This design comes from an exercise in tuning for small area on the open sky130 flow, not from production work.
In this exercise RTL edits were held to simulation tests only and were not proved equivalent to the original.
Power figures rest on the tool's default switching activity, not on a simulated workload.

== run 1 ==
## issue_stage
module issue_stage (
  input  logic                      clk,
  input  logic                      rst_n,
  input  logic                      flush,
  input  logic                      push,
  input  logic [70:0]               in_pair0,
  input  logic [70:0]               in_pair1,
  input  logic                      load_valid,
  input  logic [5-1:0] load_dest,
  output logic                      full,
  output logic [70:0]               lane0,
  output logic [70:0]               lane1,
  output logic                      swapped
);
export LEC_CHECK = 0
export CAP_MARGIN = 20
export CORE_MARGIN = 2
export CORE_UTILIZATION = 50
export GPL_ROUTABILITY_DRIVEN = 0
export GPL_TIMING_DRIVEN = 0
export SLEW_MARGIN = 20
create_clock -name core_clock -period 5.5 [get_ports {clk}]
standard.sh (not shown) runs the stock make flow with config.mk's settings and CLKGATE_MAP_FILE= SYNTH_SCRIPT=/design/flow/synth_recipe.tcl, a recipe that flattens the netlist after the stock synthesis.
==> flow/flow/run.sh <==
#!/bin/bash
set -uo pipefail
bash standard.sh \
  "BUFFER_PORTS_ARGS=-buffer_cell sky130_fd_sc_hd__buf_1" \
  "CTS_ARGS=-sink_clustering_enable -repair_clock_nets -dont_use_dummy_load -sink_clustering_size 10 -sink_clustering_max_diameter 40 -buf_list sky130_fd_sc_hd__clkbuf_4" \
  finish > standard.log 2>&1
What run 2 does differently from run 1 at the input level:
- GPL_TIMING_DRIVEN no longer set, was 0
- GPL_ROUTABILITY_DRIVEN no longer set, was 0
==> flow/flow/run.sh <==
#!/bin/bash
set -uo pipefail
bash standard.sh \
  "BUFFER_PORTS_ARGS=-buffer_cell sky130_fd_sc_hd__buf_1" \
  "CTS_ARGS=-sink_clustering_enable -repair_clock_nets -dont_use_dummy_load -sink_clustering_size 10 -sink_clustering_max_diameter 40 -buf_list {sky130_fd_sc_hd__clkbuf_2 sky130_fd_sc_hd__clkbuf_4}" \
  finish > standard.log 2>&1
==> notes.md <==
- Run 1 closes out successfully: all stages finished, all timing, DRC and antenna checks passed.
- Run 2 finished every stage and its layout cleared the timing, design-rule and antenna checks.
- Run comparison: run 2 critical-path cell with the highest stage delay sky130_fd_sc_hd__fa_1; run 1 critical-path cell with the highest stage delay sky130_fd_sc_hd__a22oi_1
- Changes observed in run 2 relative to run 1: upper clock frequency limit shows an increase of about 2.8%, number of clock buffer instances in the layout rose by 1, synthesized flop and latch total essentially unchanged.
diff inputs: run 2 => run 3
==> flow/flow/run.sh <==
#!/bin/bash
set -uo pipefail
bash standard.sh \
  "BUFFER_PORTS_ARGS=-buffer_cell sky130_fd_sc_hd__buf_1" \
  "CTS_ARGS=-sink_clustering_enable -repair_clock_nets -dont_use_dummy_load -sink_clustering_size 10 -sink_clustering_max_diameter 40 -buf_list sky130_fd_sc_hd__clkbuf_4" \
  finish > standard.log 2>&1
==> notes.md <==
Compared with run 2, in run 3 combinational fraction of design power has remained practically unchanged; final routed DRC violation total saw little to no change; wire length of the first global-routing pass held; count of sequential standard cells saw little to no change; detailed-route wire length level.
Total power delta (run 3 -> run 2): insignificant
There was hardly any difference in clock network fraction of design power between run 3 and run 2.

* * *

## v23
issue_stage, a different RTL version from the one above (not shown whole).
Size: about 590 flip-flops, about 300 I/O pins.
// issue_stage
module issue_stage (
  input  logic                      clk,
  input  logic                      rst_n,
  input  logic                      flush,
  input  logic                      push,
  input  logic [70:0]               in_pair0,
  input  logic [70:0]               in_pair1,
  input  logic                      load_valid,
  input  logic [5-1:0] load_dest,
  output logic                      full,
  output logic [70:0]               lane0,
  output logic [70:0]               lane1,
  output logic                      swapped
);
  logic [3:0][69:0] mem_e;   
  logic [3:0][69:0] mem_o;   
  logic [3:0] hd_e, hd_o;
  logic       hd_odd;
  logic [3:0] ln_e, ln_o;
  logic       ln_odd;
  logic [2:0] wr_ptr;
  logic [3:0] count;
  logic [1:0] lane_vld;
  logic [69:0] head_e, head_o, lane_e, lane_o;
  always_comb begin
    head_e = '1;
    head_o = '1;
    lane_e = '1;
    lane_o = '1;
    for (int k = 0; k < 4; k++) begin
      head_e = head_e & ~({70{hd_e[k]}} & mem_e[k]);
      head_o = head_o & ~({70{hd_o[k]}} & mem_o[k]);
      lane_e = lane_e & ~({70{ln_e[k]}} & mem_e[k]);
      lane_o = lane_o & ~({70{ln_o[k]}} & mem_o[k]);
    end
  end
  assign lane0 = {lane_vld[0], (ln_odd ^ swapped) ? lane_o : lane_e};
  assign lane1 = {lane_vld[1], (ln_odd ^ swapped) ? lane_e : lane_o};
  logic [5:0] op_e, op_o;
  logic [4:0] rs_e, rt_e, rs_o, rt_o, dest_e, dest_o;
  logic       rds_e, rdt_e, wr_e, br_e, mm_e;
  logic       rds_o, rdt_o, wr_o, br_o, mm_o;
  assign op_e = head_e[31:26];
  assign rs_e = head_e[25:21];
  assign rt_e = head_e[20:16];
  assign op_o = head_o[31:26];
  assign rs_o = head_o[25:21];
  assign rt_o = head_o[20:16];
  function automatic logic reads_rs(input logic [5:0] op);
    reads_rs = (op[5:4] == 2'b00 && op != 6'h00) || op[5:4] == 2'b01 ||
  ...
Settings: LEC_CHECK=0, CAP_MARGIN=20, CORE_MARGIN=2, CORE_UTILIZATION=50, SLEW_MARGIN=20; clock period 5.5 ns.
==> flow/flow/run.sh <==
#!/bin/bash
set -uo pipefail
bash standard.sh \
  "BUFFER_PORTS_ARGS=-buffer_cell sky130_fd_sc_hd__buf_1" \
  "CTS_ARGS=-sink_clustering_enable -repair_clock_nets -dont_use_dummy_load -sink_clustering_size 16 -sink_clustering_max_diameter 50 -buf_list sky130_fd_sc_hd__clkbuf_8" \
  finish > standard.log 2>&1
v23 finished every stage and its layout cleared the timing, design-rule and antenna checks.
## Diff of input files: v20 against v23
Settings: swapping 20 for 0 in SLEW_MARGIN; swapping 20 for 0 in CAP_MARGIN.
==> flow/flow/run.sh <==
#!/bin/bash
set -uo pipefail
bash standard.sh \
  "BUFFER_PORTS_ARGS=-buffer_cell sky130_fd_sc_hd__buf_1" \
  "CTS_ARGS=-sink_clustering_enable -repair_clock_nets -dont_use_dummy_load -sink_clustering_size 10 -sink_clustering_max_diameter 40 -buf_list sky130_fd_sc_hd__clkbuf_4" \
  finish > standard.log 2>&1
### Flow results
- The fraction of power spent switching nets of v20 exceeds that of v23 by 0.56 points.
- v23 -> v20: routed wire length flat
- v20 ran to completion and came out clean on the timing, design-rule and antenna checks.
- Summary of v20 over v23: highest attainable clock frequency up 0.00071 GHz, global-route usage up 0.22 points, total chip power down about 1%, global-route wire length before repair up about 0.5%, final cell count up about 1.2%.
- Taking v23 as the reference, in v20 clock share of power shows a reduction of 0.8 points; number of levels in the clock H-tree shows an increase of 1; area added between synthesis and finish shows a reduction of 0.36 points; share of the core filled with cells in the final layout shows a reduction of 0.18 points.
Relative to v20, the following input files were edited for v24:
Settings: SLEW_MARGIN: 0 -> 20; CAP_MARGIN: 0 -> 20.
==> notes.md <==
From v20 to v24 the numbers moved as follows: total of clock buffers placed in the layout about even; die area saw little to no change. On number of cells on the critical path, v20 and v24 are neck and neck. The final layouts of v20 and v24 pass the timing, design-rule and antenna checks. Changes observed in v24 relative to v20: design area about even; fmax about even; highest fanout seen on the critical path about even; slew of the pin with the lowest slew margin about even. v20 → v24: number of design rule violations left after detail routing has remained practically unchanged, count of buffer and inverter cells on the critical path has remained practically unchanged.

* * *

Another version of the RTL of issue_stage (not shown whole).
For scale: about 2500 cells after synthesis, ~590 flip-flops, about 300 I/O pins, roughly 26000 um^2 of cells after synthesis.
export LEC_CHECK = 0
export CAP_MARGIN = 20
export CORE_MARGIN = 2
export CORE_UTILIZATION = 65
export SLEW_MARGIN = 20
create_clock -name core_clock -period 5.5 [get_ports {clk}]
==> flow/flow/run.sh <==
#!/bin/bash
set -uo pipefail
bash standard.sh \
  "BUFFER_PORTS_ARGS=-buffer_cell sky130_fd_sc_hd__buf_1" \
  "CTS_ARGS=-sink_clustering_enable -repair_clock_nets -dont_use_dummy_load -sink_clustering_size 10 -sink_clustering_max_diameter 40 -buf_list sky130_fd_sc_hd__clkbuf_4" \
  finish > standard.log 2>&1
Then changed:
--- a/flow/config.mk
+++ b/flow/config.mk
@@ -10 +10 @@
-export CORE_UTILIZATION = 65
+export CORE_UTILIZATION = 50
Result:
- routed wire length goes up by 6.8%
- first-iteration DRC count drops by 19%
- sequential share of layout area is lower by 0.43 points
- non-clock buffer count came out higher by 6
- register-to-register slack improved by 0.21 ns
- global-route usage is lower by 7.2 points
Then changed:
--- a/flow/config.mk
+++ b/flow/config.mk
@@ -10 +10 @@
-export CORE_UTILIZATION = 50
+export CORE_UTILIZATION = 55
Result: The changed run went through all stages and came out clean. Power stays flat. Design area came out lower by 0.54%. Worst hold slack is about the same.
Then changed:
--- a/flow/config.mk
+++ b/flow/config.mk
@@ -10 +10 @@
-export CORE_UTILIZATION = 55
+export CORE_UTILIZATION = 60
First-iteration DRC count came out higher by roughly a tenth.
Synthesized cell count stays the same.
Setup slack loses 0.15 ns.
Sequential power barely changes.
Total power is about the same.
Worst hold slack loses 0.0063 ns.
Non-clock buffer count came out lower by 3.
Design area hardly moves.

* * *

Setup of rev 12:
Another version of the RTL of issue_stage (not shown whole).
Size in the first run: roughly 1600 cells after synthesis, ~580 flip-flops, about 300 I/O pins, roughly 27000 sq um of cells after synthesis.
make LEC_CHECK=0 CAP_MARGIN=20 CORE_MARGIN=2 CORE_UTILIZATION=40 SLEW_MARGIN=20 finish   # period 5.5 ns
run.sh (not shown) runs the stock make flow with config.mk's settings and CLKGATE_MAP_FILE= SYNTH_SCRIPT=/design/flow/synth_recipe.tcl, a recipe that flattens the netlist after the stock synthesis.
Stock flow here: none of the scripts above is used.
The flow did not stop early for rev 12: all stages ran, and the layout cleared the timing, design-rule and antenna checks.
Modified inputs, rev 13 compared to rev 12
Settings: setting CTS_BUF_LIST to sky130_fd_sc_hd__clkbuf_4 for the first time.
Notes after the runs:
Rev 13 ran to completion and came out clean on the timing, design-rule and antenna checks.
Clock network fraction of design power came out lower on rev 13 than on rev 12.
The final area on rev 13 is in line with that on rev 12.
Compared with rev 12, rev 13 instantiates a larger number of cells.

## port drivers added, routing unchanged
Ports are ideal in the flow. The routed layouts listed here were re-timed in OpenROAD.
Step 1: set_driving_cell puts a clkbuf_16 on clk and a buf_2 on each other input, an assumption about the parent block.
Step 2 moves the port delays by t, midway between the first and last clock arrival at a register: inputs arrive t later, outputs are due t later. That takes back most of the time a late clock gives input paths.
Slacks: no drivers / after step 1 / after step 2; pairs: no drivers / after step 1.
run | t, ns | setup WS [ns] | pins driven straight from the clock port
run 1 | 0.896 | 0.200 / 0.200 / -0.353 | 1
run 2 | 0.897 | 0.346 / 0.346 / 0.043 | 1
run 3 | 0.897 | 0.346 / 0.346 / 0.043 | 1
v23 | 0.705 | 0.406 / 0.406 / 0.311 | 1
v20 | 0.856 | 0.425 / 0.425 / 0.244 | 1
v24 | 0.856 | 0.425 / 0.425 / 0.244 | 1
the first run of note 3 | 0.844 | 0.419 / 0.419 / 0.419 | 1
the second run of note 3 | 0.881 | 0.631 / 0.631 / 0.631 | 1
the third run of note 3 | 0.883 | 0.602 / 0.544 / 0.671 | 1
the fourth run of note 3 | 0.854 | 0.453 / 0.453 / 0.453 | 1
rev 12 | 0.673 | 0.361 / 0.361 / 0.361 | 1
rev 13 | 0.970 | 0.378 / 0.378 / 0.378 | 1
Met with ideal ports but missed after step 2: setup timing in run 1. The setup slack of run 1, which loses most, moves by 0.000 ns with the drivers and by -0.553 ns with both steps.
